Context: an optimization exercise on an open-source flow, tuned for small area. The choices shown serve that exercise and are no tape-out recipe. The RTL was checked by simulation tests, not by an equivalence proof against the original design. No activity file was given, so power comes from the tool's default toggle rates.

### flow/constraint.sdc
create_clock -name core_clock -period 10.0 [get_ports {clk}]
set_input_delay 2.0000 -clock core_clock [delete_from_list [all_inputs] [get_ports {clk}]]
set_output_delay 2.0000 -clock core_clock [all_outputs]
set_load 0.01 [all_outputs]
### flow/run.sh
#!/bin/bash
# synth_recipe.tcl (not shown) runs the flow's synth.tcl, then flattens the netlist and writes it again
# the make line also repeats each setting of config.mk as NAME=value (left out here)
make -C /OpenROAD-flow-scripts/flow DESIGN_CONFIG=/design/flow/config.mk WORK_HOME=/design/flow/orfs CLKGATE_MAP_FILE= SYNTH_SCRIPT=/design/flow/synth_recipe.tcl finish
### flow/config.mk
export PLATFORM = sky130hd
export DESIGN_NAME = cmd_analysis_top
export DESIGN_NICKNAME = cmd_analysis_top
export VERILOG_FILES = /design/flow/design.v
export SDC_FILE = /design/flow/constraint.sdc
export NUM_CORES = 4
export LEC_CHECK = 0
export CAP_MARGIN = 20
export CORE_MARGIN = 2
export CORE_UTILIZATION = 45
export SLEW_MARGIN = 20
### flow/design.v
`timescale 1ns/1ns
`default_nettype none
module cmd_analysis_top (
  input  logic         clk,
  input  logic         rst_n,
  input  logic         wb_cyc,
  input  logic         wb_stb,
  input  logic         wb_we,
  input  logic [127:0] wb_dat_w,
  output logic         wb_ack,
  input  logic [2:0]   fifo_addr,
  input  logic         pop,
  output logic         fifo_empty,
  output logic [127:0] cmd_out,
  output logic         controller_idle
);
  localparam int NS = 25;    
  localparam int DW = 124;   
  localparam int NF = 8;
  localparam logic [NS-1:0] INS = NS'((1 << 0) | (1 << 4) | (1 << 8) | (1 << 12) |
                                      (1 << 16) | (1 << 19) | (1 << 22));
  logic [1:0]    ph;         
  logic          pend;       
  logic [DW-1:0] cap_data;
  logic [2:0]    cap_fifo;
  logic [1:0]    cap_seq;
  logic [DW-1:0] r_data [0:NS-1];
  logic [NS-1:0] r_valid;
  logic [2:0]    r_fifo [0:NS-1];
  logic [1:0]    r_seq  [0:NS-1];
  logic [2:0]    cnt  [0:NF-1];   
  logic [NF-1:0] hh;              
  logic [1:0]    hseq [0:NF-1];   
  logic       op_erase;
  logic       known;
  logic [2:0] dec_target;
  logic [2:0] dec_other;
  logic       any_af;
  logic       accept;
  logic [DW-1:0] dec_data;
  assign op_erase   = wb_dat_w[127] & wb_dat_w[126];
  assign known      = !(wb_dat_w[127] & !wb_dat_w[126]);
  assign dec_target = op_erase ? wb_dat_w[2:0]   : wb_dat_w[66:64];
  assign dec_other  = op_erase ? wb_dat_w[66:64] : wb_dat_w[2:0];
  assign dec_data   = {wb_dat_w[127:81], wb_dat_w[79:67], dec_other, wb_dat_w[63:3]};
  always_comb
  begin
    any_af = 1'b0;
    for (int f = 0; f < NF; f++)
      any_af = any_af | (cnt[f][2] & cnt[f][1]);
  end
  assign accept = wb_cyc && wb_stb && wb_we && (ph == 2'd0) && !any_af && !wb_ack;
  logic [2:0] t_cnt;
  logic       t_hh;
  logic [1:0] t_n;
  assign t_cnt = cnt[dec_target];
  assign t_hh  = hh[dec_target];
  assign t_n   = 2'((4'(t_cnt) + 4'(t_hh) + 4'd1) >> 1);
  logic [1:0]    a_hseq;
  logic          a_hh;
  logic          a_nonempty;
  logic [NS-1:0] match;
  logic          cap_match;
  logic [DW-1:0] rd;
  logic          pop_ok;
  logic          free_any;
  assign a_hseq     = hseq[fifo_addr];
  assign a_hh       = hh[fifo_addr];
  assign a_nonempty = cnt[fifo_addr] != 3'd0;
  assign pop_ok     = pop && a_nonempty;
  assign free_any   = pop_ok && a_hh;   
  always_comb
  begin
    for (int p = 0; p < NS; p++)
      match[p] = r_valid[p] && (r_fifo[p] == fifo_addr) && (r_seq[p] == a_hseq);
    cap_match = pend && (cap_fifo == fifo_addr) && (cap_seq == a_hseq);
    rd = {DW{cap_match}} & cap_data;
    for (int p = 0; p < NS; p++)
      rd = rd | ({DW{match[p]}} & r_data[p]);
  end
  logic [1:0] o_op;
  logic       o_erase;
  logic [2:0] o_other;
  assign o_op    = rd[123:122];
  assign o_erase = o_op[1] & o_op[0];
  assign o_other = rd[63:61];
  assign cmd_out = {rd[123:77], a_hh, rd[76:64],
                    o_erase ? o_other : fifo_addr,
                    rd[60:0],
                    o_erase ? fifo_addr : o_other};
  assign fifo_empty = !a_nonempty;
  logic [NS-1:0] ins;
  logic          inserted;
  logic          free_cap;
  assign free_cap = free_any && cap_match;
  always_comb
  begin
    logic taken;
    taken = 1'b0;
    ins   = '0;
    for (int p = 0; p < NS; p++)
      if (INS[p])
      begin
        ins[p] = pend && !taken && !r_valid[(p + NS - 1) % NS];
        taken  = taken | ins[p];
      end
    inserted = taken;
  end
  always_ff @(posedge clk)
  begin
    for (int p = 0; p < NS; p++)
    begin
      if (ins[p])
      begin
        r_data[p] <= cap_data;
        r_fifo[p] <= cap_fifo;
        r_seq[p]  <= cap_seq;
      end
      else
      begin
        r_data[p] <= r_data[(p + NS - 1) % NS];
        r_fifo[p] <= r_fifo[(p + NS - 1) % NS];
        r_seq[p]  <= r_seq[(p + NS - 1) % NS];
      end
    end
  end
  always_ff @(posedge clk or negedge rst_n)
  begin
    if (!rst_n)
      r_valid <= '0;
    else
      for (int p = 0; p < NS; p++)
        if (ins[p])
          r_valid[p] <= !free_cap;
        else
          r_valid[p] <= r_valid[(p + NS - 1) % NS] && !(free_any && match[(p + NS - 1) % NS]);
  end
  always_ff @(posedge clk)
  begin
    if (accept)
    begin
      cap_data <= dec_data;
      cap_fifo <= dec_target;
      cap_seq  <= hseq[dec_target] + t_n;
    end
  end
  always_ff @(posedge clk or negedge rst_n)
  begin
    if (!rst_n)
    begin
      wb_ack <= 1'b0;
      ph     <= 2'd0;
      pend   <= 1'b0;
    end
    else
    begin
      wb_ack <= accept;
      if (accept)
        ph <= known ? 2'd1 : 2'd0;
      else if (ph != 2'd0)
        ph <= ph + 2'd1;
      if (accept && known)
        pend <= 1'b1;
      else if (inserted || free_cap)
        pend <= 1'b0;
    end
  end
  always_ff @(posedge clk or negedge rst_n)
  begin
    if (!rst_n)
    begin
      for (int f = 0; f < NF; f++)
      begin
        cnt[f]  <= 3'd0;
        hseq[f] <= 2'd0;
      end
      hh <= '0;
    end
    else
    begin
      for (int f = 0; f < NF; f++)
      begin
        logic push_f;
        logic pop_f;
        push_f = ph[1] && (cap_fifo == 3'(f));
        pop_f  = pop_ok && (fifo_addr == 3'(f));
        if (push_f && !pop_f)
          cnt[f] <= cnt[f] + 3'd1;
        else if (pop_f && !push_f)
          cnt[f] <= cnt[f] - 3'd1;
        if (pop_f)
        begin
          hh[f] <= !hh[f];
          if (hh[f])
            hseq[f] <= hseq[f] + 2'd1;
        end
      end
    end
  end
  always_ff @(posedge clk or negedge rst_n)
  begin
    if (!rst_n)
      controller_idle <= 1'b0;
    else
    begin
      logic all_empty;
      all_empty = 1'b1;
      for (int f = 0; f < NF; f++)
        all_empty = all_empty & (cnt[f] == 3'd0);
      controller_idle <= all_empty;
    end
  end
endmodule
`default_nettype wire
==> results of run 1 <==
## kinds of logic after synthesis
logic type               synth area share, %
AO/OA/AOI/OAI                           13.0
XOR/XNOR                                1.33
adder cells (fa/ha/maj)                0.289
buffers and inverters                   2.36
flip-flops                              68.2
multiplexers                            10.2
AND/OR/NAND/NOR                         4.49
## cell usage in the layout (no fill, tap or decap), types with 145 or more instances in the layout
| master | instances |
|---|---|
| a221oi_1 | 299 |
| a22o_1 | 304 |
| a22oi_1 | 884 |
| clkbuf_16 | 366 |
| clkdlybuf4s50_1 | 262 |
| dfxtp_1 | 3225 |
| mux2_2 | 914 |
| nand2_1 | 145 |
| nand3_1 | 174 |
| nand4_1 | 225 |
## metal layers
| layer | track usage (%) | part of all wire, % |
|---|---|---|
| met2 | 42.9 | 45 |
| met3 | 4.10 | 6.8 |
| met5 | 0 | 0.0083 |
| met1 | 38.5 | 45 |
| met4 | 8.96 | 3.1 |
## flip-flops by register name (all words and copies together), names as in the netlist
register         flops
cap_data           124
cap_fifo             3
cap_seq              2
cnt                 24
controller_idle      1
hh                   8
hseq                16
pend                 1
ph                   2
r_data            3100
r_fifo              75
r_seq               50
r_valid             25
wb_ack               1
## path summary, 6_finish.rpt
kind | from | end | slack [ps] | cells after the start
worst min register to register | r_data[2][0] | r_data[3][0] | 290 | 0
max in group asynchronous | rst_n | r_valid[5] | 8250 | 2
worst max register to register | hseq[2][0] | r_valid[16] | 5630 | 10
min in group asynchronous | rst_n | cnt[3][2] | 850 | 1
worst min-delay path | r_data[2][0] | r_data[3][0] | 290 | 0
worst max-delay path | fifo_addr[1] | cmd_out[125] | 730 | 12
## report_power, final
part	switching, µW	total (µW)	internal (µW)
combinational	639	1140	502
sequential	468	14900	14400
clock	5390	13100	7680
## through the flow
stage / total power [µW] / std cells / hold slack (ps) / util (%) / setup slack, ps
floorplan: 15700 / 7542 / 323 / - / 1270
finish: 29100 / 11102 / 286 / 52.9 / 728
detailed placement: 16300 / 10477 / 335 / 47.9 / 844
global route: 29900 / 11101 / 299 / 52.9 / 574
global placement: 16200 / 10477 / 328 / 47.9 / 863
CTS: 29200 / 11097 / 283 / 52.9 / 828
## area by class of cell
cell class	instances	share of cell area, %
Antenna cell	4	0.00830
Clock buffer	516	8.64
Clock inverter	104	0.917
Inverter	31	0.0965
Multi-Input combinational cell	3596	25.2
Sequential cell	3432	58.4
Tap cell	3009	3.12
Timing Repair Buffer	410	3.63
==> impl_metrics.ini, run 1 <==
[outcome]
status = timing/DRC/antenna clean

[route]
drtIter0Drc = 6804
wirelength_mm = 327
num_vias = 66788
ant_nets = 0
first_pass_iters = 6
routed_via_density = 6.02
post_drt_wl_per_cell_um = 29.5
drc = 0

[synthesis]
syn_inst = 7542
synthDistinctLibCells = 79
async_flop_share_pct = 2.27
netlist.area_leader.share_pct = 62.6
synth_seq_area_share_pct = 68.2
synth_nets = 7698
syn_avg_cell_area_um2 = 13.7
yosysTopAreaCell = dfxtp_1
synth_area_mm2 = 0.103
synth-edff-count = 129
synthFlopType = dfxtp_1
ys_seq_elements = 3432
synthTopCellsByArea = dfxtp_1 63%, mux2_2 10%, a22oi_1 6.4%
yosysMostFrequentCell = dfxtp_1
yosys_warnings = 6
synthTopCellsByCount = 3225 x dfxtp_1, 914 x mux2_2, 884 x a22oi_1

[global_route]
antenna_found_initial = 15
grt_pass1_vias = 68577
grt_pass1_wl_mm = 472
grt.total_usage_pct = 27.3
overflow = 0
grt_max_degree = 106

[clock_network]
clk_latency_ps = 950
cts_sinks = 3432
cts.clk_slew.worst_paths_ps = 60
numCtsBuffers = 352
cts-resized-gates = 0
ctsHoldBuffers = 0
h-tree-depth = 5
root_buffer = clkbuf_16
clock_path_buffers = 4
cts_setup_buffers = 0
cts_tree = built

[place]
dpl.hpwl_mm = 172
placed_cell_area_mm2 = 0.109
finalWeightedCongestion = 0.813
port_buffers = 266

[cells_and_area]
multiInputGateArea_mm2 = 0.0304
nets = 7979
area_growth_pct = 16.9
num-fill-cells = 19063
ff_latch_area_mm2 = 0.0704
finalInstanceArea_mm2 = 0.121
drive_gt1_share_pct = 20.5

[timing]
rsz0062_at_grt = false
relSlewSlack_pct = 20.5
hold_viol = 0
slew_violations = 0
finalSetupViolations = 0
fin_setup_tns_ps = 0
fin_crit_sh_pct = 92.7
finalCriticalPeriod_ps = 9270
worstMarginPinSlew_ps = 1190
finClkSkew_ps = 70.6
fmax_mhz = 108

[setup_path]
cp_cell_sequence = buf_2 > nand2b_1 > o22ai_1 > o31ai_4 > buf_4 > xnor2_1 > nor4b_4 > buf_12 > buf_4 > a221oi_1 > nand4_1 > clkdlybuf4s50_1
crit_buf_inv = 5
crit_fanout = 37
cp.arrival_ps = 7270
cp-end-kind = output pin
crit_required_ps = 8000
cp_slowest_cell = nor4b_4
path_class = primary input to output pin
cp_top_family = buffers and inverters
start_kind = primary input
path_common_cell = buf_4
slowest_delay_ps = 830

[flow_run]
drv_cap = 0

[pwr]
ir_drop_mv = 0.132
p_per_area_mw_per_mm2 = 241
p_leak_uw = 0.0468

[floorplan]
die-area_mm2 = 0.233
initial_core_util_pct = 45.3
core-area_mm2 = 0.228
fp-row-count = 175
pin_count = 268
die_y_um = 483
die_w_um = 483

[hold_path]
holdCritPathClass = flop to flop
==> inputs of run 2 (changes only) <==
--- a/flow/config.mk
+++ b/flow/config.mk
@@ -9,3 +9,6 @@
 export CORE_MARGIN = 2
-export CORE_UTILIZATION = 45
+export CORE_UTILIZATION = 70
+export CTS_BUF_LIST = sky130_fd_sc_hd__clkbuf_16
+export CTS_CLUSTER_DIAMETER = 60
+export CTS_CLUSTER_SIZE = 30
 export SLEW_MARGIN = 20
==> run 2 against run 1 <==
Against the previous run:
- still clean on timing, DRC and antenna
- maximum frequency rose by 1.8%
- via count hardly changed
- die area decreased by 35%
- setup slack better by 170 ps
- power fell by 18%
- non-clock buffer count shrank 11
- sequential share of layout area up 4.0 points
- sequential power is essentially flat
- register-to-register slack improved by 100 ps
- combinational power is essentially flat
- flip-flop and latch count unchanged
- clock power is 41% lower
- largest power group unchanged
- highest routed layer unchanged
==> impl_metrics.ini, run 2 <==
[synthesis]
synth_seq_area_share_pct = 68.2
synthFlopType = dfxtp_1
ys_seq_elements = 3432
synth_nets = 7698
async_flop_share_pct = 2.27
syn_inst = 7542
synthTopCellsByCount = 3225 x dfxtp_1, 914 x mux2_2, 884 x a22oi_1
yosysMostFrequentCell = dfxtp_1
syn_avg_cell_area_um2 = 13.7
synth_area_mm2 = 0.103
synth-edff-count = 129
yosysTopAreaCell = dfxtp_1
netlist.area_leader.share_pct = 62.6
synthTopCellsByArea = dfxtp_1 63%, mux2_2 10%, a22oi_1 6.4%
synthDistinctLibCells = 79
yosys_warnings = 6

[pwr]
ir_drop_mv = 0.194
p_leak_uw = 0.0438
p_per_area_mw_per_mm2 = 210

[route]
drc = 0
routed_via_density = 6.92
post_drt_wl_per_cell_um = 30.8
drtIter0Drc = 8477
num_vias = 66826
wirelength_mm = 297
first_pass_iters = 6
ant_nets = 0

[setup_path]
start_kind = primary input
cp_cell_sequence = buf_2 > buf_4 > nor2_1 > a22o_1 > a211oi_4 > buf_4 > or3_1 > and4_4 > buf_4 > a22oi_1 > nand4_1 > nor2_1 > nand4_1 > clkdlybuf4s50_1
r2r_cells = 8
crit_fanout = 33
cp_slowest_cell = and4_4
cp-end-kind = output pin
crit_required_ps = 8000
path_class = primary input to output pin
cp.arrival_ps = 7100
path_common_cell = buf_4
slowest_delay_ps = 830

[timing]
hold_viol = 0
worstMarginPinSlew_ps = 1250
slew_violations = 0
fin_setup_tns_ps = 0
finalCriticalPeriod_ps = 9100
relSlewSlack_pct = 16.1
finClkSkew_ps = 40.1
rsz0062_at_grt = false
finalSetupViolations = 0
fin_crit_sh_pct = 91.0
fmax_mhz = 110

[hold_path]
min_path_cells = 0
holdCritPathClass = flop to flop

[clock_network]
cts.clk_slew.worst_paths_ps = 110
cts_tree = built
numCtsBuffers = 156
clock_path_buffers = 3
clk_latency_ps = 830
cts-resized-gates = 0
cts_setup_buffers = 0
h-tree-depth = 4
cts_sinks = 3432
root_buffer = clkbuf_16
ctsHoldBuffers = 0

[cells_and_area]
drive_gt1_share_pct = 17.5
layout_common_cells = 3225 x dfxtp_1, 914 x mux2_2, 884 x a22oi_1
largest_reg_flops = 3100
finalInstanceArea_mm2 = 0.113
final_common_cell = dfxtp_1
nets = 7772
multiInputGateArea_mm2 = 0.0304
top_register = r_data
largestRegisters = r_data (3100), cap_data (124), r_fifo (75)
ff_latch_area_mm2 = 0.0704
area_growth_pct = 9.43
num-fill-cells = 9155

[place]
dpl.hpwl_mm = 158
port_buffers = 266
finalWeightedCongestion = 0.868
placed_cell_area_mm2 = 0.108

[floorplan]
die-area_mm2 = 0.150
initial_core_util_pct = 70.7
fp-row-count = 140
die_w_um = 388
core-area_mm2 = 0.146
pin_count = 268
die_y_um = 388

[global_route]
grt_pass1_vias = 66598
overflow = 0
grt.total_usage_pct = 38.4
grt_max_degree = 118
antenna_found_initial = 11
grt_pass1_wl_mm = 435

[flow_run]
drv_cap = 0

[outcome]
status = timing/DRC/antenna clean
[run 2: cell types whose count changed in the layout (fill, tap and decap cells not counted), moves of 4 or more]
cell / change
clkinv_1: +5
clkinvlp_4: -8
inv_6: +19
clkinv_8: +13
clkbuf_16: -200
inv_12: +4
buf_4: -15
inv_1: +23
clkinv_2: -50
inv_8: +15
bufinv_16: -17
clkbuf_8: -69
clkbuf_1: -81
clkinv_4: +4
[run 2: worst max-delay path, delay by kind of cell]
family                 cells  cell delay (ps)
buffers and inverters      5             2310
AO/OA/AOI/OAI              3             1100
AND/OR/NAND/NOR            6             1550
[run 2: kinds of logic after synthesis]
family / Yosys count / share of synthesized area, %
XOR/XNOR: 156 / 1.33
adder cells (fa/ha/maj): 19 / 0.289
AND/OR/NAND/NOR: 819 / 4.49
multiplexers: 934 / 10.2
AO/OA/AOI/OAI: 1668 / 13.0
buffers and inverters: 514 / 2.36
flip-flops: 3432 / 68.2
[run 2: final cells by class]
type                    count  area share (%)
clock inverters           114           0.942
repair buffers            399            3.84
multi-input cells        3596            26.9
flip-flops and latches   3432            62.4
inverters                  31           0.103
clock buffers             166            3.68
diodes                      6          0.0133
well taps                1917            2.13
[run 2: per-stage QoR]
| step | utilization, % | hold WS (ps) | total power [µW] | cells | setup WS, ps |
|---|---|---|---|---|---|
| floorplan | - | 323 | 15700 | 7542 | 1270 |
| global placement | 73.7 | 328 | 16200 | 9373 | 1000 |
| detailed placement | 73.8 | 335 | 16200 | 9374 | 1050 |
| CTS | 77.3 | 329 | 23700 | 9654 | 972 |
| global route | 77.3 | 343 | 24400 | 9658 | 756 |
| finish | 77.4 | 316 | 23700 | 9661 | 897 |
[run 2: final timing paths]
| kind | end | slack [ps] | from |
|---|---|---|---|
| min in group asynchronous | wb_ack | 1210 | rst_n |
| max | cmd_out[81] | 900 | fifo_addr[0] |
| min | r_data[5][107] | 320 | r_data[4][107] |
| min reg2reg | r_data[5][107] | 320 | r_data[4][107] |
| max in group asynchronous | r_valid[3] | 8230 | rst_n |
| max reg2reg | r_valid[24] | 5730 | hseq[2][0] |
[run 2: per-layer routing]
layer / vias up / wire, µm / share of wire [%] / track usage [%]
met2: 3961 / 135000 / 45 / 60.2
met1: 33745 / 122000 / 41 / 54.1
met3: 722 / 29700 / 10 / 6.44
met4: 12 / 11000 / 3.7 / 13.8
met5: - / 71 / 0.024 / 0
li1: 28386 / - / - / -
[run 2: power by group]
part           internal (µW)  total [µW]  switching, µW
Sequential             14400       14900            474
Combinational            496        1120            623
Clock                   3230        7760           4530
==> inputs of run 3 (changes only) <==
--- a/flow/design.v
+++ b/flow/design.v
@@ -112,7 +112,10 @@
     begin
-      if (ins[p])
-      begin
-        r_data[p] <= cap_data;
-        r_fifo[p] <= cap_fifo;
-        r_seq[p]  <= cap_seq;
+      if (INS[p])
+      begin
+        r_data[p] <= ({DW{r_valid[(p + NS - 1) % NS]}} & r_data[(p + NS - 1) % NS]) |
+                     ({DW{ins[p]}} & cap_data);
+        r_fifo[p] <= ({3{r_valid[(p + NS - 1) % NS]}} & r_fifo[(p + NS - 1) % NS]) |
+                     ({3{ins[p]}} & cap_fifo);
+        r_seq[p]  <= ({2{r_valid[(p + NS - 1) % NS]}} & r_seq[(p + NS - 1) % NS]) |
+                     ({2{ins[p]}} & cap_seq);
       end
@@ -137,3 +140,7 @@
   end
+  logic cap_hold;
+  assign cap_hold = pend && !inserted && !free_cap;
   always_ff @(posedge clk)
+    cap_data <= ({DW{cap_hold}} & cap_data) | ({DW{accept}} & dec_data);
+  always_ff @(posedge clk)
   begin
@@ -141,3 +148,2 @@
     begin
-      cap_data <= dec_data;
       cap_fifo <= dec_target;
==> flow/flow/run.sh (new file) <==
#!/bin/bash
# The standard layout, with the port buffers made from the smallest
# buffer cell instead of the one buffer_ports picks by default.
set -euo pipefail
bash standard.sh "BUFFER_PORTS_ARGS=-buffer_cell sky130_fd_sc_hd__buf_1" finish > standard.log 2>&1
==> flow/standard.sh (new file) <==
#!/bin/bash
# synth_recipe.tcl (not shown) runs the flow's synth.tcl, then flattens the netlist and writes it again
# the make line also repeats each setting of config.mk as NAME=value (left out here)
make -C /OpenROAD-flow-scripts/flow DESIGN_CONFIG=/design/flow/config.mk WORK_HOME=/design/flow/orfs CLKGATE_MAP_FILE= SYNTH_SCRIPT=/design/flow/synth_recipe.tcl "${@:-finish}"
--- a/flow/config.mk
+++ b/flow/config.mk
@@ -11,3 +11,3 @@
 export CTS_BUF_LIST = sky130_fd_sc_hd__clkbuf_16
-export CTS_CLUSTER_DIAMETER = 60
+export CTS_CLUSTER_DIAMETER = 80
 export CTS_CLUSTER_SIZE = 30
removed: flow/run.sh
==> run 3 against run 2 <==
Against the previous run:
- still clean on timing, DRC and antenna
- critical path depth fell by 1
- hold slack improved by 21 ps
- setup slack improved by 200 ps
- combinational power rose by 52%
- critical endpoint is now cmd_out[69]
==> impl_metrics.ini, run 3 <==
[outcome]
status = timing/DRC/antenna clean

[synthesis]
syn_inst = 8037
synth_nets = 8193
yosysTopAreaCell = dfxtp_1
synth-edff-count = 5
netlist.area_leader.share_pct = 66.4
synth_seq_area_share_pct = 68.5
synthFlopType = dfxtp_1
synthTopCellsByCount = 3349 x dfxtp_1, 1069 x a22o_1, 682 x a22oi_1
synth_area_mm2 = 0.101
yosys_warnings = 6
syn_avg_cell_area_um2 = 12.6
synthDistinctLibCells = 67
yosysMostFrequentCell = dfxtp_1
ys_seq_elements = 3432
synthTopCellsByArea = dfxtp_1 66%, a22o_1 9.3%, a22oi_1 5.1%
async_flop_share_pct = 2.27

[global_route]
antenna_found_initial = 13
grt_pass1_vias = 70883
overflow = 0
grt_pass1_wl_mm = 474
grt.total_usage_pct = 43.3
grt_max_degree = 149

[cells_and_area]
area_growth_pct = 5.74
final_common_cell = dfxtp_1
top_register = r_data
num-fill-cells = 9693
largestRegisters = r_data (3100), cap_data (124), r_fifo (75)
nets = 7987
largest_reg_flops = 3100
drive_gt1_share_pct = 4.82
layout_common_cells = 3349 x dfxtp_1, 1069 x a22o_1, 682 x a22oi_1

[setup_path]
worstReg2RegEnd = r_data[19][16]
worstReg2RegStart = r_valid[7]
r2r_cells = 8
start_kind = primary input
crit_start = fifo_addr[2]
crit_fanout = 26
path_class = primary input to output pin
crit_required_ps = 8000
cp-endpoint = cmd_out[69]
r2r_slack_ps = 4720
cp-end-kind = output pin
cp.arrival_ps = 6900

[clock_network]
ctsHoldBuffers = 0
cts_setup_buffers = 0
h-tree-depth = 4
clock_path_buffers = 3
cts_tree = built
root_buffer = clkbuf_16
cts-resized-gates = 0
cts.clk_slew.worst_paths_ps = 110
cts_sinks = 3432
clk_latency_ps = 840
numCtsBuffers = 136

[place]
port_buffers = 266
pre_cts_ws_ps = 1200
finalWeightedCongestion = 0.878
dpl.hpwl_mm = 168

[timing]
fin_setup_tns_ps = 0
hold_slack_ps = 337
hold_viol = 0
finalSetupViolations = 0
finalCriticalPeriod_ps = 8900
worstMarginPinSlew_ps = 1230
fin_ws_ps = 1100
relSlewSlack_pct = 18.3
rsz0062_at_grt = false
fin_crit_sh_pct = 89.0
finClkSkew_ps = 30.7
fmax_mhz = 112
slew_violations = 0

[floorplan]
pin_count = 268
fp-row-count = 139
initial_core_util_pct = 70.4
die_w_um = 384
core-area_mm2 = 0.143
die_y_um = 384
die-area_mm2 = 0.147

[pwr]
p_per_area_mw_per_mm2 = 212
p_leak_uw = 0.0394
ir_drop_mv = 0.182

[route]
post_drt_wl_per_cell_um = 33.6
ant_nets = 0
num_vias = 72237
wirelength_mm = 328
drc = 0
drtIter0Drc = 12027
first_pass_iters = 10
routed_via_density = 7.39

[hold_path]
holdCritPathClass = flop to flop

[flow_run]
drv_cap = 0
==> run 3: cell count changes after synthesis, sizes merged, moves of 30 or more <==
cell    delta
a22o     +765
mux2     -901
a22oi    -202
nand2    +286
a221oi   -110
dfxtp    +124
clkbuf   +296
buf       -30
o21ai    +110
a222oi   +287
edfxtp   -124
==> run 3: cell families (layout without fill, tap and decap cells) <==
| logic type | Yosys count | count (layout) | share of synthesized area [%] |
|---|---|---|---|
| fa+ha+maj | 19 | 19 | 0.295 |
| other cells | 0 | 9 | 0 |
| xor+xnor | 180 | 180 | 1.58 |
| mux | 37 | 37 | 0.462 |
| compound gates | 2498 | 2498 | 20.6 |
| buf+inv | 794 | 625 | 3.35 |
| flops | 3432 | 3432 | 68.5 |
| simple gates | 1077 | 1077 | 5.25 |
==> run 3: power by group <==
group | switching (µW) | leakage [µW] | internal (µW)
Clock | 4090 | 0.00188 | 2620
Sequential | 362 | 0.0279 | 13800
Combinational | 1290 | 0.00960 | 408
==> run 3: metal layers <==
layer,GRT usage (%),vias to the layer above,share of wire [%]
met2,66.6,5624,45
li1,-,29818,-
met5,0,-,0.028
met1,58.2,35689,38
met3,10.1,1090,13
met4,20.4,16,5.0
==> run 3: area by class of cell <==
cell class,instances,area [µm²],area share [%]
tap,1903,2380,2.23
clock buffer,141,3530,3.30
clock inverter,34,249,0.233
sequential,3432,69200,64.8
timing repair buffer,405,2590,2.42
multi-input combinational,3811,28700,26.9
inverter,45,169,0.158
antenna,9,22.5,0.0211
==> run 3: critical path, cell delays in order <==
cell and delay [ps]:
clkbuf_2 460, mux2_1 390, a221o_1 330, o22ai_4 640, buf_4 380, xnor2_1 90
nor3_1 610, and2_4 730, buf_4 440, a222oi_1 150, nand4_1 110, or3_1 290
buf_1 200
==> run 3: per-stage QoR <==
step	util [%]	instances	power (µW)	area, µm²
global route	74.4	9775	23100	107000
CTS	74.4	9771	22500	107000
finish	74.4	9780	22600	107000
floorplan	-	8037	15300	101000
detailed placement	71.8	9596	16100	103000
global placement	71.8	9596	16100	103000
==> run 3: worst min-delay path by stage <==
stage	endpoint	start	depth (start not counted)	slack [ps]
after floorplan	r_data[10][123]	r_data[9][123]	0	320
after global placement	r_data[24][24]	r_data[23][24]	0	330
after detailed placement	r_data[3][22]	r_data[2][22]	0	330
after CTS	r_data[23][15]	r_data[22][15]	0	340
after global routing	r_data[23][15]	r_data[22][15]	0	350
final	r_data[6][3]	r_data[5][3]	0	340
==> inputs of run 4 (changes only) <==
--- a/flow/design.v
+++ b/flow/design.v
@@ -16,7 +16,7 @@
 );
-  localparam int NS = 25;    
+  localparam int NS = 24;    
   localparam int DW = 124;   
   localparam int NF = 8;
-  localparam logic [NS-1:0] INS = NS'((1 << 0) | (1 << 4) | (1 << 8) | (1 << 12) |
-                                      (1 << 16) | (1 << 19) | (1 << 22));
+  localparam logic [NS-1:0] INS = NS'((1 << 0) | (1 << 3) | (1 << 6) | (1 << 9) |
+                                      (1 << 12) | (1 << 15) | (1 << 18) | (1 << 21));
   logic [1:0]    ph;         
@@ -95,2 +95,8 @@
   assign free_cap = free_any && cap_match;
+  logic [NS-1:0] freeing;   
+  logic [NS-1:0] keep;      
+  assign freeing = {NS{free_any}} & match;
+  assign keep    = r_valid & ~freeing;
+  logic [NS-1:0] ins_free;
+  logic          any_free;
   always_comb
@@ -98,4 +104,4 @@
     logic taken;
-    taken = 1'b0;
-    ins   = '0;
+    taken    = 1'b0;
+    ins_free = '0;
     for (int p = 0; p < NS; p++)
@@ -103,6 +109,11 @@
       begin
-        ins[p] = pend && !taken && !r_valid[(p + NS - 1) % NS];
-        taken  = taken | ins[p];
-      end
-    inserted = taken;
+        ins_free[p] = !taken && !r_valid[(p + NS - 1) % NS];
+        taken       = taken | ins_free[p];
+      end
+    any_free = taken;
+    ins      = '0;
+    for (int p = 0; p < NS; p++)
+      if (INS[p])
+        ins[p] = pend && (ins_free[p] || (!any_free && freeing[(p + NS - 1) % NS]));
+    inserted = |ins;
   end
@@ -114,7 +125,7 @@
       begin
-        r_data[p] <= ({DW{r_valid[(p + NS - 1) % NS]}} & r_data[(p + NS - 1) % NS]) |
+        r_data[p] <= ({DW{keep[(p + NS - 1) % NS]}} & r_data[(p + NS - 1) % NS]) |
                      ({DW{ins[p]}} & cap_data);
-        r_fifo[p] <= ({3{r_valid[(p + NS - 1) % NS]}} & r_fifo[(p + NS - 1) % NS]) |
+        r_fifo[p] <= ({3{keep[(p + NS - 1) % NS]}} & r_fifo[(p + NS - 1) % NS]) |
                      ({3{ins[p]}} & cap_fifo);
-        r_seq[p]  <= ({2{r_valid[(p + NS - 1) % NS]}} & r_seq[(p + NS - 1) % NS]) |
+        r_seq[p]  <= ({2{keep[(p + NS - 1) % NS]}} & r_seq[(p + NS - 1) % NS]) |
                      ({2{ins[p]}} & cap_seq);
@@ -138,3 +149,3 @@
         else
-          r_valid[p] <= r_valid[(p + NS - 1) % NS] && !(free_any && match[(p + NS - 1) % NS]);
+          r_valid[p] <= keep[(p + NS - 1) % NS];
   end
==> flow/run.sh (new file) <==
#!/bin/bash
# synth_recipe.tcl (not shown) runs the flow's synth.tcl, then flattens the netlist and writes it again
# the make line also repeats each setting of config.mk as NAME=value (left out here)
make -C /OpenROAD-flow-scripts/flow DESIGN_CONFIG=/design/flow/config.mk WORK_HOME=/design/flow/orfs CLKGATE_MAP_FILE= SYNTH_SCRIPT=/design/flow/synth_recipe.tcl finish
removed: flow/flow/run.sh
removed: flow/standard.sh
==> run 4 against run 3 <==
Against the previous run:
- clock power shrank 1%
- hold slack gained 5.5 ps
- register-to-register slack lost 480 ps
- first-iteration DRC count shrank 5.1%
- critical endpoint is now cmd_out[64]
- via count grew 2.3%
- global-route usage grew 0.99 points
- largest cell class unchanged
- critical path type unchanged
- power shrank 5.9%
==> impl_metrics.ini, run 4 <==
[pwr]
p_per_area_mw_per_mm2 = 197
p_leak_uw = 0.0398
ir_drop_mv = 0.188
power.total_uw = 21300

[setup_path]
start_kind = primary input
path_class = primary input to output pin
r2r_cells = 13
crit_fanout = 36
crit_start = fifo_addr[0]
worstReg2RegStart = hseq[6][1]
crit_required_ps = 8000
r2r_slack_ps = 4240
cp-end-kind = output pin
worstReg2RegEnd = cap_data[28]
cp.arrival_ps = 7020

[clock_network]
h-tree-depth = 4
cts-resized-gates = 0
clock_path_buffers = 3
clk_latency_ps = 820
cts_sinks = 3302
numCtsBuffers = 131
cts_tree = built
root_buffer = clkbuf_16
cts.clk_slew.worst_paths_ps = 110
ctsHoldBuffers = 0
cts_setup_buffers = 0

[timing]
slew_violations = 0
fin_crit_sh_pct = 90.2
relSlewSlack_pct = 21.1
hold_viol = 0
finClkSkew_ps = 28.9
finalCriticalPeriod_ps = 9020
worstMarginPinSlew_ps = 1180
fmax_mhz = 111
finalSetupViolations = 0
rsz0062_at_grt = false
fin_setup_tns_ps = 0
fin_ws_ps = 981

[synthesis]
async_flop_share_pct = 2.33
synth_area_mm2 = 0.0997
synthAdderAreaFrac_pct = 0.299
synth.mux.area_fraction_pct = 0.452
syn_inst = 8141
synthDistinctLibCells = 79
netlist.area_leader.share_pct = 64.7
synth_compound_area_share_pct = 22.6
yosysMostFrequentCell = dfxtp_1
synthFlopType = dfxtp_1
yosys_warnings = 6
synth_seq_area_share_pct = 66.8
synthTopCellsByCount = 3220 x dfxtp_1, 1307 x a22o_1, 733 x a22oi_1
syn_avg_cell_area_um2 = 12.2
synthSimpleGateAreaFrac_pct = 5.42
synth_nets = 8297
synth_top_family_by_area = compound AO/OA/AOI/OAI gates
ys_seq_elements = 3302
synthXorXnorAreaFrac_pct = 1.32
synth-edff-count = 5
synthTopCellsByArea = dfxtp_1 65%, a22o_1 11%, a22oi_1 5.5%
yosysTopAreaCell = dfxtp_1

[route]
top_layer = met5
routed_via_density = 7.49
drtIter0Drc = 11419
num_vias = 73929
post_drt_wl_per_cell_um = 33.8
drc = 0
first_pass_iters = 9
wirelength_mm = 334
ant_nets = 0
wl_met1_mm = 124
wl_met2_mm = 145
wl_met3_mm = 45.3

[cells_and_area]
largest_reg_flops = 2976
nets = 8081
multiInputGateArea_mm2 = 0.0304
area_growth_pct = 8.06
largestRegisters = r_data (2976), cap_data (124), r_fifo (72)
num-fill-cells = 9290
finalInstanceArea_mm2 = 0.108
layout_common_cells = 3220 x dfxtp_1, 1307 x a22o_1, 733 x a22oi_1
ff_latch_area_mm2 = 0.0665
fin_util_pct = 76.2
drive_gt1_share_pct = 4.87
final_common_cell = dfxtp_1
top_register = r_data

[place]
pre_cts_ws_ps = 1110
finalWeightedCongestion = 0.871
placed_cell_area_mm2 = 0.104
dpl.hpwl_mm = 168
port_buffers = 266

[floorplan]
die-area_mm2 = 0.145
initial_core_util_pct = 70.5
pin_count = 268
core-area_mm2 = 0.141
fp-row-count = 138
die_w_um = 381
die_y_um = 381

[global_route]
grt.total_usage_pct = 44.3
grt_pass1_vias = 72314
grt_max_degree = 130
grt_pass1_wl_mm = 481
antenna_found_initial = 15
overflow = 0

[hold_path]
holdCritPathClass = flop to flop
worst_hold_path.endpoint = r_data[22][62]
min_path_cells = 0
min_from = r_data[21][62]

[outcome]
status = timing/DRC/antenna clean

[flow_run]
drv_cap = 0
## run 4: changes by cell type in the layout (fill, tap and decap cells not counted), moves of 56 or more
cell | previous run | this run
a222oi_1 | 344 | 125
clkdlybuf4s50_1 | 0 | 262
a221oi_1 | 189 | 316
dfxtp_1 | 3349 | 3220
nor2_1 | 92 | 151
buf_1 | 262 | 0
nand2_1 | 432 | 337
nand3_1 | 158 | 265
a22o_1 | 1069 | 1307
nand4_1 | 251 | 195
## run 4: critical path, stage by stage
cell	delay, ps
buf_2	470
buf_4	450
nand4b_1	180
o221a_2	190
nand2_2	610
xor2_1	210
nor4b_4	680
buf_4	730
a22oi_1	240
nand3_1	140
nor2_1	50
nand4_1	250
mux2_1	200
clkdlybuf4s50_1	540
## run 4: where the power goes
group | switching [µW] | total (µW) | internal [µW] | leakage [µW]
Sequential | 205 | 13500 | 13300 | 0.0269
Clock | 3960 | 6630 | 2670 | 0.00193
Combinational | 798 | 1160 | 359 | 0.0109
Total | 4960 | 21300 | 16300 | 0.0398
## run 4: cell type report
type / count / area share, %
multi-input combinational: 4041 / 28.2
sequential: 3302 / 61.8
clock inverter: 41 / 0.307
antenna: 8 / 0.0186
inverter: 31 / 0.108
tap: 1890 / 2.20
clock buffer: 140 / 3.25
timing repair buffer: 418 / 4.13
## run 4: how the worst max path moves through the flow
| stage | to | cells after the start |
|---|---|---|
| floorplan | cmd_out[115] | 14 |
| global placement | cmd_out[69] | 14 |
| detailed placement | cmd_out[64] | 14 |
| CTS | cmd_out[64] | 14 |
| global route | cmd_out[64] | 13 |
| finish | cmd_out[64] | 14 |
## run 4: cells by family after synthesis
family | count (synthesis)
compound gates | 2752
simple gates | 1081
fa+ha+maj | 19
buf+inv | 798
xor+xnor | 150
flops | 3302
mux | 39
## run 4: stage by stage
stage	instances	hold WS, ps
5_1_grt	9864	348
6_report	9871	342
3_3_place_gp	9679	333
3_5_place_dp	9682	335
2_1_floorplan	8141	330
4_1_cts	9863	339
## run 4: per-layer routing
layer / GRT usage, % / vias up
li1: - / 30226
met1: 59.8 / 36381
met2: 66.9 / 5996
met3: 10.9 / 1304
met4: 21.9 / 22
met5: 0 / -
==> inputs of run 5 (changes only) <==
==> flow/flow/run.sh (new file) <==
#!/bin/bash
# The standard layout, with the port buffers made from the smallest
# buffer cell instead of the one buffer_ports picks by default.
set -euo pipefail
bash standard.sh "BUFFER_PORTS_ARGS=-buffer_cell sky130_fd_sc_hd__buf_1" finish > standard.log 2>&1
==> flow/standard.sh (new file) <==
#!/bin/bash
# synth_recipe.tcl (not shown) runs the flow's synth.tcl, then flattens the netlist and writes it again
# the make line also repeats each setting of config.mk as NAME=value (left out here)
make -C /OpenROAD-flow-scripts/flow DESIGN_CONFIG=/design/flow/config.mk WORK_HOME=/design/flow/orfs CLKGATE_MAP_FILE= SYNTH_SCRIPT=/design/flow/synth_recipe.tcl "${@:-finish}"
removed: flow/run.sh
==> run 5 against run 4 <==
Against the previous run:
- still clean
- hold slack better by 2.0 ps
- synthesized area unchanged
- power about the same
- sequential power about the same
- global-route usage is essentially flat
- critical path depth shrank 1
- critical path type unchanged
- critical endpoint is now cmd_out[1]
==> impl_metrics.ini, run 5 <==
[outcome]
status = timing/DRC/antenna clean

[synthesis]
synthDistinctLibCells = 79
synth_area_mm2 = 0.0997
syn_inst = 8141
synthTopCellsByArea = dfxtp_1 65%, a22o_1 11%, a22oi_1 5.5%
synth-edff-count = 5
yosys_warnings = 6
synth_nets = 8297
async_flop_share_pct = 2.33
syn_avg_cell_area_um2 = 12.2
synth_seq_area_share_pct = 66.8
ys_seq_elements = 3302
synthFlopType = dfxtp_1
yosysMostFrequentCell = dfxtp_1
yosysTopAreaCell = dfxtp_1
synthTopCellsByCount = 3220 x dfxtp_1, 1307 x a22o_1, 733 x a22oi_1
netlist.area_leader.share_pct = 64.7

[timing]
rsz0062_at_grt = false
relSlewSlack_pct = 19.0
fin_setup_tns_ps = 0
worstMarginPinSlew_ps = 1210
finalSetupViolations = 0
hold_slack_ps = 344
fin_ws_ps = 1180
fin_crit_sh_pct = 88.2
finClkSkew_ps = 36.7
fmax_mhz = 113
slew_violations = 0
hold_viol = 0
finalCriticalPeriod_ps = 8820

[clock_network]
cts_setup_buffers = 0
clk_latency_ps = 820
root_buffer = clkbuf_16
cts-resized-gates = 0
cts.clk_slew.worst_paths_ps = 110
ctsHoldBuffers = 0
numCtsBuffers = 132
h-tree-depth = 4
cts_tree = built
clock_path_buffers = 3
cts_sinks = 3302

[route]
post_drt_wl_per_cell_um = 33.8
top_layer = met5
first_pass_iters = 14
ant_nets = 0
routed_via_density = 7.49
drtIter0Drc = 12130
wirelength_mm = 333
drc = 0
num_vias = 73867
wl_met1_mm = 125
wl_met3_mm = 44.6
wl_met2_mm = 146

[pwr]
p_per_area_mw_per_mm2 = 201
p_leak_uw = 0.0391
power.total_uw = 21300
ir_drop_mv = 0.230

[cells_and_area]
nets = 8075
largestRegisters = r_data (2976), cap_data (124), r_fifo (72)
area_growth_pct = 6.27
largest_reg_flops = 2976
drive_gt1_share_pct = 4.82
final_common_cell = dfxtp_1
layout_common_cells = 3220 x dfxtp_1, 1307 x a22o_1, 733 x a22oi_1
top_register = r_data
fin_util_pct = 74.9

[setup_path]
cp.arrival_ps = 6820
path_class = primary input to output pin
crit_fanout = 82
start_kind = primary input
r2r_cells = 12
crit_start = fifo_addr[0]
worstReg2RegStart = hseq[6][1]
crit_required_ps = 8000
cp-end-kind = output pin

[global_route]
grt_pass1_vias = 71988
overflow = 0
grt_pass1_wl_mm = 481
grt_max_degree = 130
antenna_found_initial = 12
grt.total_usage_pct = 44.3

[place]
finalWeightedCongestion = 0.865
port_buffers = 266
dpl.hpwl_mm = 167
pre_cts_ws_ps = 1310

[flow_run]
drv_cap = 0

[floorplan]
die_y_um = 381
die_w_um = 381
initial_core_util_pct = 70.5
die-area_mm2 = 0.145
pin_count = 268
core-area_mm2 = 0.141
fp-row-count = 138

[hold_path]
holdCritPathClass = flop to flop
min_from = r_data[16][78]
min_path_cells = 0
[run 5: kinds of logic after synthesis]
kind of cell / after synthesis / share of synthesized area [%]
and+or+nand+nor: 1081 / 5.42
buffers and inverters: 798 / 3.16
xor gates and xnor gates: 150 / 1.32
muxes: 39 / 0.452
adders and majority gates: 19 / 0.299
DFF: 3302 / 66.8
AOI/OAI and AO/OA: 2752 / 22.6
[run 5: path summary, 6_finish.rpt]
kind / to / slack, ps
max in group asynchronous: r_valid[17] / 8120
hold reg to reg: r_data[17][78] / 340
hold / removal: r_data[17][78] / 340
setup reg to reg: cap_data[72] / 4050
min in group asynchronous: cnt[7][0] / 1330
setup / recovery: cmd_out[1] / 1180
[run 5: critical path: stages]
cell and delay [ps]:
clkbuf_2 430, or2_1 570, o221a_2 390, nand2_2 590, xor2_1 210, nor4b_4 480, buf_12 670, a22oi_1 230
nand3_1 130, nor2_1 90, a31oi_2 450, mux2_1 390, buf_1 140
[run 5: power by group]
group	leakage [µW]	switching [µW]	internal, µW
combinational	0.0102	793	310
sequential	0.0269	206	13300
clock	0.00193	3980	2720
total	0.0391	4980	16300
[run 5: per-layer routing]
| layer | up-vias | track usage [%] |
|---|---|---|
| met1 | 36441 | 60.7 |
| met3 | 1214 | 10.1 |
| met5 | - | 0 |
| met2 | 6012 | 67.1 |
| met4 | 12 | 20.4 |
| li1 | 30188 | - |
[run 5: stage by stage]
step	cell area [µm²]	cells
after floorplan	99700	8141
after global placement	102000	9675
after detailed placement	102000	9675
after CTS	106000	9853
after global routing	106000	9857
final	106000	9861
[run 5: area by class of cell]
class / instances / area [µm²]
fill: 9522 / 35500
multi-input combinational: 4041 / 30400
sequential: 3302 / 66500
antenna: 8 / 20.0
tap: 1890 / 2360
clock buffer: 141 / 3530
inverter: 31 / 116
timing repair buffer: 411 / 2600
clock inverter: 37 / 365
==> inputs of run 6 (changes only) <==
--- a/flow/config.mk
+++ b/flow/config.mk
@@ -9,3 +9,3 @@
 export CORE_MARGIN = 2
-export CORE_UTILIZATION = 70
+export CORE_UTILIZATION = 85
 export CTS_BUF_LIST = sky130_fd_sc_hd__clkbuf_16
==> run 6 against run 5 <==
Against the previous run:
- largest cell class unchanged
- flip-flop and latch count did not move
- clock power fell by 9.1%
- critical path type unchanged
- hold slack got worse by 10 ps
==> impl_metrics.ini, run 6 <==
[synthesis]
syn_avg_cell_area_um2 = 12.2
synthTopCellsByCount = 3220 x dfxtp_1, 1307 x a22o_1, 733 x a22oi_1
synth-edff-count = 5
synthDistinctLibCells = 79
yosysMostFrequentCell = dfxtp_1
synthAdderAreaFrac_pct = 0.299
synth_area_mm2 = 0.0997
synthTopCellsByArea = dfxtp_1 65%, a22o_1 11%, a22oi_1 5.5%
synthFlopType = dfxtp_1
synth_seq_area_share_pct = 66.8
synth_nets = 8297
syn_inst = 8141
synth_compound_area_share_pct = 22.6
synthXorXnorAreaFrac_pct = 1.32
yosys_warnings = 6
synth.mux.area_fraction_pct = 0.452
yosysTopAreaCell = dfxtp_1
async_flop_share_pct = 2.33
synthSimpleGateAreaFrac_pct = 5.42
ys_seq_elements = 3302
synth_top_family_by_area = compound AO/OA/AOI/OAI gates
netlist.area_leader.share_pct = 64.7

[cells_and_area]
largest_reg_flops = 2976
nets = 8035
top_register = r_data
multiInputGateArea_mm2 = 0.0304
final_common_cell = dfxtp_1
area_growth_pct = 4.94
drive_gt1_share_pct = 4.09
layout_common_cells = 3220 x dfxtp_1, 1307 x a22o_1, 733 x a22oi_1
num-fill-cells = 4903
ff_latch_area_mm2 = 0.0665
largestRegisters = r_data (2976), cap_data (124), r_fifo (72)

[setup_path]
cp.arrival_ps = 7180
crit_fanout = 50
worstReg2RegEnd = r_data[0][22]
crit_required_ps = 8000
r2r_cells = 11
cp-end-kind = output pin
path_class = primary input to output pin
start_kind = primary input
r2r_slack_ps = 4010
worstReg2RegStart = cnt[3][0]

[place]
finalWeightedCongestion = 0.889
port_buffers = 266
dpl.hpwl_mm = 166

[global_route]
grt_pass1_wl_mm = 490
overflow = 0
antenna_found_initial = 14
grt.total_usage_pct = 54.0
grt_max_degree = 132
grt_pass1_vias = 78078

[route]
drc = 0
routed_via_density = 8.31
num_vias = 78318
ant_nets = 0
first_pass_iters = 10
wirelength_mm = 337
drtIter0Drc = 16708
post_drt_wl_per_cell_um = 35.7

[pwr]
p_per_area_mw_per_mm2 = 198
p_leak_uw = 0.0386
ir_drop_mv = 0.215

[clock_network]
ctsHoldBuffers = 0
clock_path_buffers = 3
h-tree-depth = 3
cts_setup_buffers = 0
cts-resized-gates = 0
cts.clk_slew.worst_paths_ps = 110
cts_sinks = 3302
root_buffer = clkbuf_16
clk_latency_ps = 810
cts_tree = built
numCtsBuffers = 120

[timing]
slew_violations = 0
fin_crit_sh_pct = 91.8
finalCriticalPeriod_ps = 9180
hold_viol = 0
rsz0062_at_grt = false
fin_setup_tns_ps = 0
fmax_mhz = 109
hold_slack_ps = 334
finalSetupViolations = 0
relSlewSlack_pct = 15.7
worstMarginPinSlew_ps = 1260
finClkSkew_ps = 36.2

[hold_path]
min_from = r_data[1][121]
worst_hold_path.endpoint = r_data[2][121]
holdCritPathClass = flop to flop
min_path_cells = 0

[floorplan]
fp-row-count = 125
die_y_um = 346
initial_core_util_pct = 85.8
die-area_mm2 = 0.120
die_w_um = 346
core-area_mm2 = 0.116
pin_count = 268

[flow_run]
drv_cap = 0

[outcome]
status = timing/DRC/antenna clean
[run 6: metal layers]
| metal | track usage, % | vias to the layer above | wire length (µm) |
|---|---|---|---|
| met1 | 68.1 | 37078 | 110000 |
| met4 | 37.0 | 16 | 27400 |
| met3 | 18.4 | 2407 | 58400 |
| met2 | 78.9 | 8731 | 141000 |
| li1 | - | 30086 | - |
| met5 | 0.760 | - | 257 |
[run 6: layout make-up]
| class | instances | share of cell area [%] |
|---|---|---|
| antenna | 10 | 0.0239 |
| clock buffer | 123 | 2.94 |
| clock inverter | 13 | 0.0897 |
| inverter | 31 | 0.111 |
| multi-input combinational | 4041 | 29.1 |
| sequential | 3302 | 63.6 |
| tap | 1524 | 1.82 |
| timing repair buffer | 383 | 2.34 |
[run 6: critical path, stage by stage]
cell	delay (ps)
clkbuf_2	490
buf_4	450
nor2b_1	220
a2bb2oi_1	350
nand2_2	500
xnor2_1	450
and4_4	1090
a22oi_1	280
nand2_1	190
nor4_1	140
a31oi_2	440
mux2_1	380
buf_1	140
[run 6: cell families (layout without fill, tap and decap cells)]
group,after synthesis,after routing
fa+ha+maj,19,19
buf+inv,798,550
compound gates,2752,2752
xor+xnor,150,150
other cells,0,10
mux,39,39
flops,3302,3302
simple gates,1081,1081
[run 6: worst max path at each step]
stage | startpoint | to | slack (ps) | cells after the start
4_1_cts | fifo_addr[0] | cmd_out[1] | 1120 | 13
2_1_floorplan | fifo_addr[1] | cmd_out[115] | 2970 | 14
3_5_place_dp | fifo_addr[0] | cmd_out[1] | 1290 | 13
5_1_grt | fifo_addr[0] | cmd_out[1] | 720 | 13
3_3_place_gp | fifo_addr[0] | cmd_out[64] | 1390 | 13
6_report | fifo_addr[0] | cmd_out[1] | 820 | 13
[run 6: per-stage QoR]
step / setup slack [ps] / cell area (µm²) / cells / util (%) / total power, µW
final: 815 / 105000 / 9427 / 90.0 / 20700
after CTS: 1120 / 105000 / 9414 / 89.9 / 20500
after floorplan: 2970 / 99700 / 8141 / - / 14300
after global routing: 719 / 105000 / 9420 / 90.0 / 21000
after detailed placement: 1290 / 101000 / 9278 / 87.2 / 14800
after global placement: 1390 / 101000 / 9278 / 87.2 / 14800
[run 6: power breakdown]
part | total [µW] | internal [µW] | switching, µW | leakage, µW
registers | 13500 | 13300 | 218 | 0.0269
clock network | 6090 | 2230 | 3870 | 0.00159
logic | 1100 | 307 | 791 | 0.0101
==> inputs of run 7 (changes only) <==
--- a/flow/design.v
+++ b/flow/design.v
@@ -21,2 +21,3 @@
                                       (1 << 12) | (1 << 15) | (1 << 18) | (1 << 21));
+  localparam logic [NS-1:0] POL = NS'(24'b111000111000111000111000);
   logic [1:0]    ph;         
@@ -76,5 +77,2 @@
     cap_match = pend && (cap_fifo == fifo_addr) && (cap_seq == a_hseq);
-    rd = {DW{cap_match}} & cap_data;
-    for (int p = 0; p < NS; p++)
-      rd = rd | ({DW{match[p]}} & r_data[p]);
   end
@@ -119,2 +117,33 @@
   end
+  logic [NS-1:0] col   [0:DW-1];
+  logic [NS-1:0] col_d [0:DW-1];
+  logic [DW-1:0] ins_d [0:NS-1];
+  always_comb
+    for (int b = 0; b < DW; b++)
+      for (int p = 0; p < NS; p++)
+      begin
+        col[b][p]   = r_data[p][b];
+        ins_d[p][b] = col_d[b][p];
+      end
+  for (genvar b = 0; b < DW; b++)
+  begin : g_bit
+    cmd_rd_bit #(.NS(NS), .POL(POL)) u_rd (
+      .d    (col[b]),
+      .m    (match),
+      .mn   (~match),
+      .c    (cap_data[b]),
+      .cm   (cap_match),
+      .y    (rd[b])
+    );
+    cmd_ins_bit #(.NS(NS), .POL(POL), .INS(INS)) u_ins (
+      .d    (col[b]),
+      .k    (keep),
+      .kn   (~keep),
+      .i    (ins),
+      .in_n (~ins),
+      .c    (cap_data[b]),
+      .cn   (!cap_data[b]),
+      .nd   (col_d[b])
+    );
+  end
   always_ff @(posedge clk)
@@ -125,4 +154,3 @@
       begin
-        r_data[p] <= ({DW{keep[(p + NS - 1) % NS]}} & r_data[(p + NS - 1) % NS]) |
-                     ({DW{ins[p]}} & cap_data);
+        r_data[p] <= ins_d[p];
         r_fifo[p] <= ({3{keep[(p + NS - 1) % NS]}} & r_fifo[(p + NS - 1) % NS]) |
@@ -230,2 +258,46 @@
 endmodule
+module cmd_rd_bit #(
+  parameter int            NS  = 24,
+  parameter logic [NS-1:0] POL = '0
+) (
+  input  logic [NS-1:0] d,      
+  input  logic [NS-1:0] m,      
+  input  logic [NS-1:0] mn,
+  input  logic          c,      
+  input  logic          cm,     
+  output logic          y
+);
+  always_comb
+  begin
+    y = c & cm;
+    for (int p = 0; p < NS; p++)
+      if (POL[p])
+        y = y | !(mn[p] | d[p]);
+      else
+        y = y | (m[p] & d[p]);
+  end
+endmodule
+module cmd_ins_bit #(
+  parameter int            NS  = 24,
+  parameter logic [NS-1:0] POL = '0,
+  parameter logic [NS-1:0] INS = '0
+) (
+  input  logic [NS-1:0] d,      
+  input  logic [NS-1:0] k,      
+  input  logic [NS-1:0] kn,
+  input  logic [NS-1:0] i,      
+  input  logic [NS-1:0] in_n,
+  input  logic          c,      
+  input  logic          cn,
+  output logic [NS-1:0] nd      
+);
+  always_comb
+    for (int p = 0; p < NS; p++)
+      if (!INS[p])
+        nd[p] = 1'b0;
+      else if (POL[p])
+        nd[p] = !((d[(p + NS - 1) % NS] & k[(p + NS - 1) % NS]) | (c & i[p]));
+      else
+        nd[p] = !((d[(p + NS - 1) % NS] | kn[(p + NS - 1) % NS]) & (cn | in_n[p]));
+endmodule
 `default_nettype wire
--- a/flow/config.mk
+++ b/flow/config.mk
@@ -9,3 +9,3 @@
 export CORE_MARGIN = 2
-export CORE_UTILIZATION = 85
+export CORE_UTILIZATION = 70
 export CTS_BUF_LIST = sky130_fd_sc_hd__clkbuf_16
@@ -14 +14,3 @@
 export SLEW_MARGIN = 20
+export SYNTH_HIERARCHICAL = 1
+export SYNTH_MINIMUM_KEEP_SIZE = 0
==> run 7 against run 6 <==
Against the previous run:
- wire length down 3.8%
- via count down 7.1%
- final cell count up 1.9%
- sequential share of layout area up 1.5 points
- combinational power rose to 2.6 times the previous value
==> impl_metrics.ini, run 7 <==
[timing]
slew_violations = 0
finalSetupViolations = 0
hold_viol = 0
finalCriticalPeriod_ps = 9010
finClkSkew_ps = 31.0
fin_setup_tns_ps = 0
worstMarginPinSlew_ps = 1250
relSlewSlack_pct = 16.4
fmax_mhz = 111
rsz0062_at_grt = false
fin_crit_sh_pct = 90.1

[cells_and_area]
largest_reg_flops = 2976
drive_gt1_share_pct = 4.28
largestRegisters = r_data (2976), cap_data (124), r_fifo (72)
layout_common_cells = 3220 x dfxtp_1, 1119 x o22ai_1, 499 x a22oi_1
final_common_cell = dfxtp_1
nets = 7947
area_growth_pct = 8.60
top_register = r_data

[setup_path]
path_class = primary input to output pin
worstReg2RegStart = hseq[1][0]
cp_slowest_cell = o32ai_4
crit_required_ps = 8000
path_common_cell = buf_4
slowest_delay_ps = 810
cp.arrival_ps = 7010
crit_start = fifo_addr[2]
start_kind = primary input
cp_cell_sequence = clkbuf_2 > buf_4 > nor2_1 > a32o_1 > o32ai_4 > buf_4 > xor2_1 > and3_1 > inv_8 > buf_4 > o22ai_1 > a2111oi_0 > and3_1 > nand4_1 > mux2_2 > buf_1
crit_fanout = 49
cp-end-kind = output pin

[clock_network]
cts-resized-gates = 0
h-tree-depth = 4
ctsHoldBuffers = 0
clock_path_buffers = 3
numCtsBuffers = 131
root_buffer = clkbuf_16
cts.clk_slew.worst_paths_ps = 110
cts_tree = built
cts_sinks = 3302
clk_latency_ps = 820
cts_setup_buffers = 0

[synthesis]
synth_nets = 7527
syn_avg_cell_area_um2 = 12.8
synth_area_mm2 = 0.0941
syn_inst = 7371
yosys_warnings = 24

[pwr]
switching_share_pct = 28.3
p_int_uw = 17200
p_per_area_mw_per_mm2 = 235
power.total_uw = 24000
seqPwrFrac_pct = 60.6
clkPwrFrac_pct = 27.6
ir_drop_mv = 0.458
p_sw_uw = 6790
combPwrFrac_pct = 11.8
p_leak_uw = 0.0344

[route]
wirelength_mm = 324
num_vias = 72736
routed_via_density = 7.57
first_pass_iters = 10
post_drt_wl_per_cell_um = 33.7
ant_nets = 0
drc = 0
drtIter0Drc = 11567

[place]
finalWeightedCongestion = 0.869
port_buffers = 266
dpl.hpwl_mm = 161

[global_route]
overflow = 0
grt_max_degree = 131
grt.total_usage_pct = 45.8
antenna_found_initial = 17
grt_pass1_vias = 71266
grt_pass1_wl_mm = 462

[hold_path]
holdCritPathClass = flop to flop
min_from = r_data[16][63]

[flow_run]
drv_cap = 0

[floorplan]
initial_core_util_pct = 70.5
pin_count = 268
die_y_um = 371
die_w_um = 371
die-area_mm2 = 0.137
fp-row-count = 134
core-area_mm2 = 0.133

[outcome]
status = timing/DRC/antenna clean
-- run 7: changes by cell type in the layout (fill, tap and decap cells not counted), sizes merged, moves of 125 or more --
cell / previous run / this run
nor2: 155 / 282
a22oi: 733 / 499
a32o: 0 / 125
inv: 43 / 201
nand2: 338 / 181
a22o: 1307 / 159
nand3: 266 / 20
o22ai: 0 / 1123
and3: 4 / 135
-- run 7: cell type report --
class                           instances  area (µm²)
Sequential cell                      3302       66500
Fill cell                            8844       31300
Multi-Input combinational cell       3798       26700
Clock buffer                          143        3580
Tap cell                             1768        2210
Timing Repair Buffer                  365        2040
Inverter                              193         860
Clock inverter                         24         260
Antenna cell                           12        30.0
-- run 7: metal layers --
layer  up-vias  part of all wire, %  GRT usage (%)
li1      29823                    -              -
met1     35160                   36           60.8
met2      6175                   42           67.9
met3      1562                   15           13.8
met4        16                  6.3           23.8
met5         -                0.034              0
-- run 7: critical path: cells and delay by family --
kind	cells	cell delay [ps]
AOI/OAI and AO/OA	4	1580
xor gates and xnor gates	1	70
buffers and inverters	6	2040
muxes	1	350
and+or+nand+nor	4	820
-- run 7: metrics by stage --
| step | std cells | util, % | setup WS [ps] | hold WS [ps] | area (µm²) |
|---|---|---|---|---|---|
| after floorplan | 7371 | - | 554 | 326 | 94100 |
| after global placement | 9425 | 73.7 | 1220 | 328 | 98300 |
| after detailed placement | 9426 | 73.7 | 1160 | 330 | 98300 |
| after CTS | 9593 | 76.5 | 1160 | 337 | 102000 |
| after global routing | 9596 | 76.6 | 931 | 337 | 102000 |
| final | 9605 | 76.6 | 992 | 333 | 102000 |
-- run 7: path summary, 6_finish.rpt --
| kind | end | slack, ps | cells after the start |
|---|---|---|---|
| max in group asynchronous | hseq[4][1] | 8130 | 2 |
| hold reg to reg | r_data[17][63] | 330 | 0 |
| hold / removal | r_data[17][63] | 330 | 0 |
| setup reg to reg | r_data[0][28] | 3540 | 12 |
| setup / recovery | cmd_out[65] | 990 | 16 |
| min in group asynchronous | r_valid[20] | 1370 | 2 |
-- run 7: power groups by stage --
stage / registers [µW] / logic [µW] / clock network [µW]
detailed placement: 14800 / 2620 / 0
finish: 14500 / 2830 / 6620
global route: 14600 / 2760 / 7030
global placement: 14800 / 2590 / 0
floorplan: 14600 / 1230 / 0
CTS: 14500 / 2630 / 6580
==> inputs of run 8 (changes only) <==
--- a/flow/config.mk
+++ b/flow/config.mk
@@ -9,3 +9,3 @@
 export CORE_MARGIN = 2
-export CORE_UTILIZATION = 70
+export CORE_UTILIZATION = 85
 export CTS_BUF_LIST = sky130_fd_sc_hd__clkbuf_16
==> run 8 against run 7 <==
Against the previous run:
- clock skew increased by 2.9 ps
- count of clock-buffer cells in the layout down 21
- global-route usage increased by 13 points
- sequential power about the same
- power is 2.1% lower
- hold slack got worse by 6.1 ps
- clock power fell by 8.5%
- highest routed layer unchanged
==> impl_metrics.ini, run 8 <==
[outcome]
status = timing/DRC/antenna clean

[place]
finalWeightedCongestion = 0.916
port_buffers = 266
dpl.hpwl_mm = 170

[clock_network]
cts.clk_slew.worst_paths_ps = 120
root_buffer = clkbuf_16
h-tree-depth = 3
cts_setup_buffers = 0
clock_path_buffers = 3
cts_tree = built
numCtsBuffers = 120
cts-resized-gates = 0
cts_sinks = 3302
ctsHoldBuffers = 0
clk_latency_ps = 820

[floorplan]
fp-row-count = 122
die_w_um = 337
die_y_um = 337
core-area_mm2 = 0.110
pin_count = 268
initial_core_util_pct = 85.4
die-area_mm2 = 0.113

[route]
drc = 0
wirelength_mm = 342
wl_met3_mm = 65.7
ant_nets = 0
wl_met2_mm = 137
post_drt_wl_per_cell_um = 36.7
top_layer = met5
drtIter0Drc = 16246
routed_via_density = 8.37
first_pass_iters = 10
wl_met1_mm = 102
num_vias = 77844

[setup_path]
worstReg2RegStart = hseq[1][0]
path_class = primary input to output pin
r2r_slack_ps = 4430
slowest_delay_ps = 920
cp-endpoint = cmd_out[45]
start_kind = primary input
cp_slowest_cell = buf_4
path_common_cell = buf_4
crit_required_ps = 8000
cp_cell_sequence = clkbuf_2 > inv_1 > o32ai_1 > o22ai_4 > buf_4 > xor2_1 > and3_4 > buf_4 > a221oi_1 > and3_1 > nand4_1 > buf_1
cp.arrival_ps = 7360
crit_start = fifo_addr[2]
crit_fanout = 45
cp-end-kind = output pin
r2r_cells = 12
worstReg2RegEnd = cap_data[121]

[global_route]
antenna_found_initial = 23
grt_max_degree = 131
grt.total_usage_pct = 58.9
grt_pass1_vias = 79722
grt_pass1_wl_mm = 496
overflow = 0

[cells_and_area]
area_growth_pct = 7.50
final_common_cell = dfxtp_1
largest_reg_flops = 2976
fin_util_pct = 91.8
drive_gt1_share_pct = 3.90
ff_latch_area_mm2 = 0.0665
largestRegisters = r_data (2976), cap_data (124), r_fifo (72)
layout_common_cells = 3220 x dfxtp_1, 1119 x o22ai_1, 499 x a22oi_1
num-fill-cells = 3961
multiInputGateArea_mm2 = 0.0267
nets = 7937
top_register = r_data

[synthesis]
synth_nets = 7527
syn_avg_cell_area_um2 = 12.8
syn_inst = 7371
yosys_warnings = 24
synth_area_mm2 = 0.0941

[timing]
finClkSkew_ps = 34.0
fin_crit_sh_pct = 93.6
relSlewSlack_pct = 5.15
hold_viol = 0
slew_violations = 0
fin_setup_tns_ps = 0
worstMarginPinSlew_ps = 1420
fmax_mhz = 107
finalCriticalPeriod_ps = 9360
rsz0062_at_grt = false
finalSetupViolations = 0

[pwr]
p_leak_uw = 0.0341
p_per_area_mw_per_mm2 = 232
ir_drop_mv = 0.240

[flow_run]
drv_cap = 0

[hold_path]
holdCritPathClass = flop to flop
[run 8: final cells by class]
type	count	share of cell area, %
sequential	3302	65.8
tap	1488	1.84
multi-input combinational	3798	26.4
clock buffer	122	3.02
timing repair buffer	366	2.00
clock inverter	16	0.105
antenna	16	0.0396
inverter	193	0.847
[run 8: stage by stage]
stage               hold WS, ps  instances  setup slack (ps)  power, µW  instance area (µm²)
floorplan                   326       7371               554      15800                94100
global placement            326       9145              1330      17200                97900
detailed placement          330       9145              1150      17300                97900
CTS                         343       9283              1070      23000               101000
global route                355       9291               754      23700               101000
finish                      327       9301               641      23500               101000
[run 8: power breakdown]
part           total [µW]  leakage (µW)  switching (µW)  internal, µW
clock network        6060       0.00159            3840          2210
registers           14600        0.0270             621         14000
logic                2830       0.00551            2300           533
total               23500        0.0341            6760         16700
[run 8: how the worst min path moves through the flow]
stage,slack (ps),start,end,cells after the start
global route,360,r_data[16][82],r_data[17][82],0
floorplan,330,r_data[16][0],r_data[17][0],0
finish,330,r_data[15][6],r_data[16][6],0
global placement,330,r_data[16][106],r_data[17][106],0
CTS,340,r_data[15][6],r_data[16][6],0
detailed placement,330,r_data[16][101],r_data[17][101],0
[run 8: critical path, delay by kind of cell]
family	cells	cell delay, ps
compound gates	3	1140
buf+inv	5	2560
simple gates	3	1300
xor+xnor	1	230
[run 8: layer usage]
metal,GRT usage (%),vias up
met5,0.255,-
met1,71.5,35719
met3,24.8,3371
met2,82.5,8939
li1,-,29799
met4,46.9,16

port drivers added, routing unchanged:
In the flow no input, the clock included, has a driving cell. The finished layouts below were timed again as built, in two steps.
Step 1: set_driving_cell puts a clkbuf_16 on clk and a buf_2 on each other input, an assumption about the parent block.
Step 2 moves the port delays by t, midway between the first and last clock arrival at a register: inputs arrive t later, outputs are due t later. That takes back most of the time a late clock gives input paths.
Three values: no drivers, after step 1, after step 2; two values: the first two.
| run | t (ns) | setup WS [ns] | hold WS [ns] | worst data-port slew with drivers (ns) |
|---|---|---|---|---|
| run 1 | 1.006 | 0.728 / 0.702 / 0.702 | 0.286 / 0.286 / 0.286 | 0.16 |
| run 2 | 0.896 | 0.897 / 0.868 / 0.868 | 0.316 / 0.316 / 0.316 | 0.18 |
| run 3 | 0.915 | 1.099 / 1.078 / 1.078 | 0.337 / 0.337 / 0.337 | 0.15 |
| run 4 | 0.895 | 0.981 / 0.960 / 0.960 | 0.342 / 0.342 / 0.342 | 0.16 |
| run 5 | 0.891 | 1.180 / 1.143 / 1.143 | 0.344 / 0.344 / 0.344 | 0.15 |
| run 6 | 0.873 | 0.815 / 0.777 / 0.777 | 0.334 / 0.334 / 0.334 | 0.17 |
| run 7 | 0.889 | 0.992 / 0.971 / 0.971 | 0.333 / 0.333 / 0.333 | 0.22 |
| run 8 | 0.887 | 0.641 / 0.616 / 0.616 | 0.327 / 0.327 / 0.327 | 0.16 |
After both steps every run listed still meets setup and hold. The setup slack of run 6, which loses most, moves by -0.038 ns with the drivers and by -0.038 ns with both steps.
